Context: an optimization exercise on an open-source flow, tuned for small area and few clock cycles per item. The choices shown serve that exercise and are no tape-out recipe. RTL that was checked went through simulation tests only; none was proved equivalent to the original.

Design fir_serial_mac, start of the top module:
module fir_serial_mac #(
  parameter int DATA_WIDTH = 16,
  parameter int COEF_WIDTH = 16,
  parameter int TAPS       = 9,
  parameter int OUT_WIDTH  = 16,
  parameter int SHIFT      = 15
) (
  input  logic                         clk,
  input  logic                         reset,
  input  logic                         coef_wr,
  input  logic [$clog2(TAPS)-1:0]      coef_addr,
  input  logic signed [COEF_WIDTH-1:0] coef_data,
  input  logic                         in_valid,
  input  logic signed [DATA_WIDTH-1:0] in_data,
  output logic                         in_ready,
  output logic                         out_valid,
  output logic signed [OUT_WIDTH-1:0]  out_data,
  output logic                         out_sat,
  input  logic                         out_ready,
  output logic                         busy
);
Size: roughly 6,400 cells after synthesis, about 310 flip-flops, ~61 I/O pins.
clock: 10.0 ns
lec_check: 0
abc_area: 1
cap_margin: 20
core_margin: 2
core_utilization: 40
slew_margin: 20
synth_hierarchical: 1
synth_minimum_keep_size: 0
run.sh (not shown) runs the stock make flow with config.mk's settings and CLKGATE_MAP_FILE= SYNTH_SCRIPT=/design/flow/synth_recipe.tcl, a recipe that flattens the netlist after the stock synthesis.
Testbench counts at the start, summed over its fixed seeds: cycles 2,064, items 2,048.
==> next run, changes <==
--- a/flow/config.mk
+++ b/flow/config.mk
@@ -11,2 +11,3 @@
 export CORE_UTILIZATION = 40
+export GPL_TIMING_DRIVEN = 0
 export SLEW_MARGIN = 20
The new run completed with no timing, DRC or antenna violations.
Die area stays the same.
Non-clock buffer count grows by 143.
Cell area shrinks slightly.
Wire length grows by about a fifth.
Critical path depth shrinks by 2.
==> next run, changes <==
--- a/flow/config.mk
+++ b/flow/config.mk
@@ -8,7 +8,8 @@
 export ABC_AREA = 1
-export CAP_MARGIN = 20
+export CAP_MARGIN = 10
 export CORE_MARGIN = 2
 export CORE_UTILIZATION = 40
+export CTS_BUF_LIST = sky130_fd_sc_hd__clkbuf_4 sky130_fd_sc_hd__clkbuf_8
 export GPL_TIMING_DRIVEN = 0
-export SLEW_MARGIN = 20
+export SLEW_MARGIN = 10
 export SYNTH_HIERARCHICAL = 1
Core utilization stays flat.
Final area is about the same.
Worst setup slack is worse by 89 ps.
Cell count goes up slightly.
Die area is unchanged.

---

## before
Another version of the RTL of fir_serial_mac (not shown whole).
Size in the first run: ~61,000 µm² of cells after synthesis.
export LEC_CHECK = 0
export ABC_AREA = 1
export CAP_MARGIN = 20
export CORE_MARGIN = 2
export CORE_UTILIZATION = 40
export SLEW_MARGIN = 20
export SYNTH_HIERARCHICAL = 1
export SYNTH_MINIMUM_KEEP_SIZE = 0
create_clock -name core_clock -period 10.0 [get_ports {clk}]
before: full flow OK, the timing, design-rule and antenna checks passed
## Diff of input files: after against before
--- a/flow/config.mk
+++ b/flow/config.mk
@@ -11,2 +11,3 @@
 export CORE_UTILIZATION = 40
+export GPL_TIMING_DRIVEN = 0
 export SLEW_MARGIN = 20
==> comparison <==
- Reported for after and before, flip-flop and latch count turned out identical to the last digit.
- In after the setup fix buffers added after clock tree synthesis turned out 34 higher than in before.
- Delta (after minus before): shortest clock period the worst path allows after layout rose by 220 ps; worst-case register-to-register setup slack -220 ps; synthesized-area fraction occupied by xor and xnor cells did not really move.
No run of this note included a check of the RTL's function; only the layout flow was run.

---

lane 1:
fir_serial_mac, a different RTL version from the one above (not shown whole).
Size in the first run: about 6000 cells after synthesis, about 310 flip-flops, roughly 0.059 mm² of cells after synthesis.
==> flow/config.mk <==
export PLATFORM = sky130hd
export DESIGN_NAME = fir_serial_mac
export DESIGN_NICKNAME = fir_serial_mac
export VERILOG_FILES = /design/flow/design.v
export SDC_FILE = /design/flow/constraint.sdc
export NUM_CORES = 4
export LEC_CHECK = 0
export ABC_AREA = 1
export CAP_MARGIN = 10
export CORE_MARGIN = 2
export CORE_UTILIZATION = 65
export CTS_BUF_LIST = sky130_fd_sc_hd__clkbuf_4 sky130_fd_sc_hd__clkbuf_8
export CTS_CLUSTER_DIAMETER = 50
export CTS_CLUSTER_SIZE = 10
export GPL_TIMING_DRIVEN = 0
export SETUP_SLACK_MARGIN = 0.2
export SLEW_MARGIN = 10
export SYNTH_HIERARCHICAL = 1
export SYNTH_MINIMUM_KEEP_SIZE = 0
==> flow/constraint.sdc <==
create_clock -name core_clock -period 10.0 [get_ports {clk}]
set_input_delay 2.0000 -clock core_clock [delete_from_list [all_inputs] [get_ports {clk}]]
set_output_delay 2.0000 -clock core_clock [all_outputs]
set_load 0.01 [all_outputs]
standard.sh (not shown) runs the stock make flow with config.mk's settings and CLKGATE_MAP_FILE= SYNTH_SCRIPT=/design/flow/synth_recipe.tcl, a recipe that flattens the netlist after the stock synthesis.
==> flow/flow/run.sh <==
#!/bin/bash
# The standard layout (the standard.sh: standard synthesis, then ORFS to finish), except that
# - floorplan removes the buffers ABC inserted during synthesis (REMOVE_ABC_BUFFERS=1) instead of
#   running timing repair on them; placement's repair_design re-buffers only the nets that need it;
# - every input and output port still gets its own buffer, but a sky130_fd_sc_hd__buf_1 instead
#   of the delay buffer buffer_ports picks by default.
# Each ORFS step keeps its own log under orfs/logs/; make's own output goes to make.log.
set -euo pipefail
bash standard.sh REMOVE_ABC_BUFFERS=1 "BUFFER_PORTS_ARGS=-buffer_cell sky130_fd_sc_hd__buf_1" finish > make.log 2>&1
Testbench counts of lane 1, summed over its fixed seeds: cycles 2,064, items 2,048.
> inputs changed (lane 1 -> lane 2)
- CORE_UTILIZATION changed from 65 to 55
==> flow/flow/run.sh <==
#!/bin/bash
# The standard layout (the standard.sh: standard synthesis, then ORFS to finish), except that
# - floorplan removes the buffers ABC inserted during synthesis (REMOVE_ABC_BUFFERS=1) instead of
#   running timing repair on them; placement's repair_design re-buffers only the nets that need it;
# - every input and output port still gets its own buffer, but a sky130_fd_sc_hd__buf_1 instead
#   of the delay buffer buffer_ports picks by default;
# - after global routing, cells on paths with positive slack are downsized (RECOVER_POWER=100).
# Each ORFS step keeps its own log under orfs/logs/; make's own output goes to make.log.
set -euo pipefail
bash standard.sh REMOVE_ABC_BUFFERS=1 "BUFFER_PORTS_ARGS=-buffer_cell sky130_fd_sc_hd__buf_1" RECOVER_POWER=100 finish > make.log 2>&1
--- outcome ---
The flow completed for lane 2, but it is not clean: the layout still shows capacitance limit, slew limit. In lane 2 relative to lane 1, total wire length after detailed routing had gone up by a little under 10%. Lane 2 against lane 1: via count of the first global-routing pass stayed essentially flat; final max-slew violation count has increased; ratio of routed vias to standard cells saw a decrease.
Input-level comparison between lane 3 and lane 2:
- removing CTS_CLUSTER_DIAMETER (formerly 50)
- removing SETUP_SLACK_MARGIN (formerly 0.2)
- removing CTS_CLUSTER_SIZE (formerly 10)
==> flow/run.sh (new file) <==
#!/bin/bash
# synth_recipe.tcl (not shown) runs the flow's synth.tcl, then flattens the netlist and writes it again
# the make line also repeats each setting of config.mk as NAME=value (left out here)
make -C /OpenROAD-flow-scripts/flow DESIGN_CONFIG=/design/flow/config.mk WORK_HOME=/design/flow/orfs CLKGATE_MAP_FILE= SYNTH_SCRIPT=/design/flow/synth_recipe.tcl finish
removed: flow/flow/run.sh
removed: flow/standard.sh
### Flow results
Lane 3 ended with every stage complete and zero timing, DRC or antenna violations. Re total length of routed met2 wires: lane 3 is about 3.3% up on lane 2. Compared with lane 2, initial antenna violation count in lane 3 increased by more than half. Compared with lane 2, lane 3 shows portion of the clock cycle consumed by the worst path in the final layout lower by 0.57 points. Between lane 2 and lane 3, the flow reports final area increasing by a few percent. Against lane 2, worst hold slack in lane 3 came out better. Lane 3 ended with more global-route usage than lane 2. Route | lane 3 vs lane 2 | wire longer in lane 3.
### lane 3 -> lane 4
- putting CTS_CLUSTER_DIAMETER at 50 where nothing was set
- putting CTS_CLUSTER_SIZE at 10 where nothing was set
- putting SETUP_SLACK_MARGIN at 0.2 where nothing was set
==> flow/flow/run.sh (new file) <==
#!/bin/bash
# The standard layout (the standard.sh: standard synthesis, then ORFS to finish), except that
# - floorplan removes the buffers ABC inserted during synthesis (REMOVE_ABC_BUFFERS=1) instead of
#   running timing repair on them; placement's repair_design re-buffers only the nets that need it;
# - every input and output port still gets its own buffer, but a sky130_fd_sc_hd__buf_1 instead
#   of the delay buffer buffer_ports picks by default.
# Each ORFS step keeps its own log under orfs/logs/; make's own output goes to make.log.
set -euo pipefail
bash standard.sh REMOVE_ABC_BUFFERS=1 "BUFFER_PORTS_ARGS=-buffer_cell sky130_fd_sc_hd__buf_1" finish > make.log 2>&1
==> flow/standard.sh (new file) <==
#!/bin/bash
# synth_recipe.tcl (not shown) runs the flow's synth.tcl, then flattens the netlist and writes it again
# the make line also repeats each setting of config.mk as NAME=value (left out here)
make -C /OpenROAD-flow-scripts/flow DESIGN_CONFIG=/design/flow/config.mk WORK_HOME=/design/flow/orfs CLKGATE_MAP_FILE= SYNTH_SCRIPT=/design/flow/synth_recipe.tcl "${@:-finish}"
removed: flow/run.sh
Of lane 4 and lane 3, the higher routability congestion estimate belongs to lane 3.
From lane 3 to lane 4 the numbers moved as follows: via count went down 2384, final cell count without fillers shows a reduction of 464.
From lane 3 to lane 4, overflow left after global routing did not move at all.
Detailed-route wire length was higher in the run labelled lane 3.
Input changes introduced in lane 5 (baseline for comparison: lane 4):
- SETUP_SLACK_MARGIN: 0.2 -> unset
==> flow/run.sh (new file) <==
#!/bin/bash
# synth_recipe.tcl (not shown) runs the flow's synth.tcl, then flattens the netlist and writes it again
# the make line also repeats each setting of config.mk as NAME=value (left out here)
make -C /OpenROAD-flow-scripts/flow DESIGN_CONFIG=/design/flow/config.mk WORK_HOME=/design/flow/orfs CLKGATE_MAP_FILE= SYNTH_SCRIPT=/design/flow/synth_recipe.tcl finish
removed: flow/flow/run.sh
removed: flow/standard.sh
Results
Run comparison: lane 4 endpoint of the worst setup timing path out_data[14]; lane 5 endpoint of the worst setup timing path out_data[11]. The lower sum of met3 wire segment lengths after detailed routing came out of lane 4. Worst max-slew margin expressed relative to the limit | lane 5 above lane 4. Lane 5 ends up with a critical path depth that is about 11% higher than in lane 4. Lane 5 against lane 4: arrival time of the worst setup path went up by 0.03 ns; utilization after layout went up by 1.2 points; total instance count after detailed placement went up by 453.

[static timing again, ports no longer ideal]
In the flow no input, the clock included, has a driving cell. The finished layouts below were timed again as built, in two steps.
Step 1 sets driving cells, clkbuf_16 on the clock port and buf_2 on the other inputs (assumed; they add their load-dependent delay and slew).
Step 2, shift: input delay + t, output delay - t, t = (earliest + latest rising clock arrival at the registers) / 2. This alone moves slack from input paths to output paths.
a / b / c = no drivers / after step 1 / after step 2; a / b = the first two.
run	t, ns	slack for setup (ns)	slew at the worst register clock pin (ns)	worst data-port slew with drivers (ns)	pins driven straight from the clock port
the first run of note 1	0.711	0.801 / 0.801 / 0.801	0.07 / 0.07	0.05	1
the second run of note 1	0.772	0.220 / 0.220 / 0.220	0.07 / 0.07	0.07	1
the third run of note 1	0.904	0.131 / 0.131 / 0.131	0.09 / 0.09	0.07	1
before	0.758	0.342 / 0.342 / 0.342	0.07 / 0.07	0.07	1
after	0.756	0.123 / 0.123 / 0.123	0.09 / 0.09	0.08	1
lane 1	0.860	0.296 / 0.296 / 0.296	0.08 / 0.08	0.05	1
lane 2	0.836	0.279 / 0.279 / -0.353	0.08 / 0.08	0.07	1
lane 3	0.863	0.336 / 0.336 / 0.336	0.08 / 0.08	0.04	1
lane 4	0.839	0.389 / 0.389 / 0.389	0.08 / 0.08	0.07	1
lane 5	0.865	0.390 / 0.390 / 0.390	0.08 / 0.08	0.04	1
The setup slack of lane 2, which loses most, moves by 0.000 ns with the drivers and by -0.632 ns with both steps.
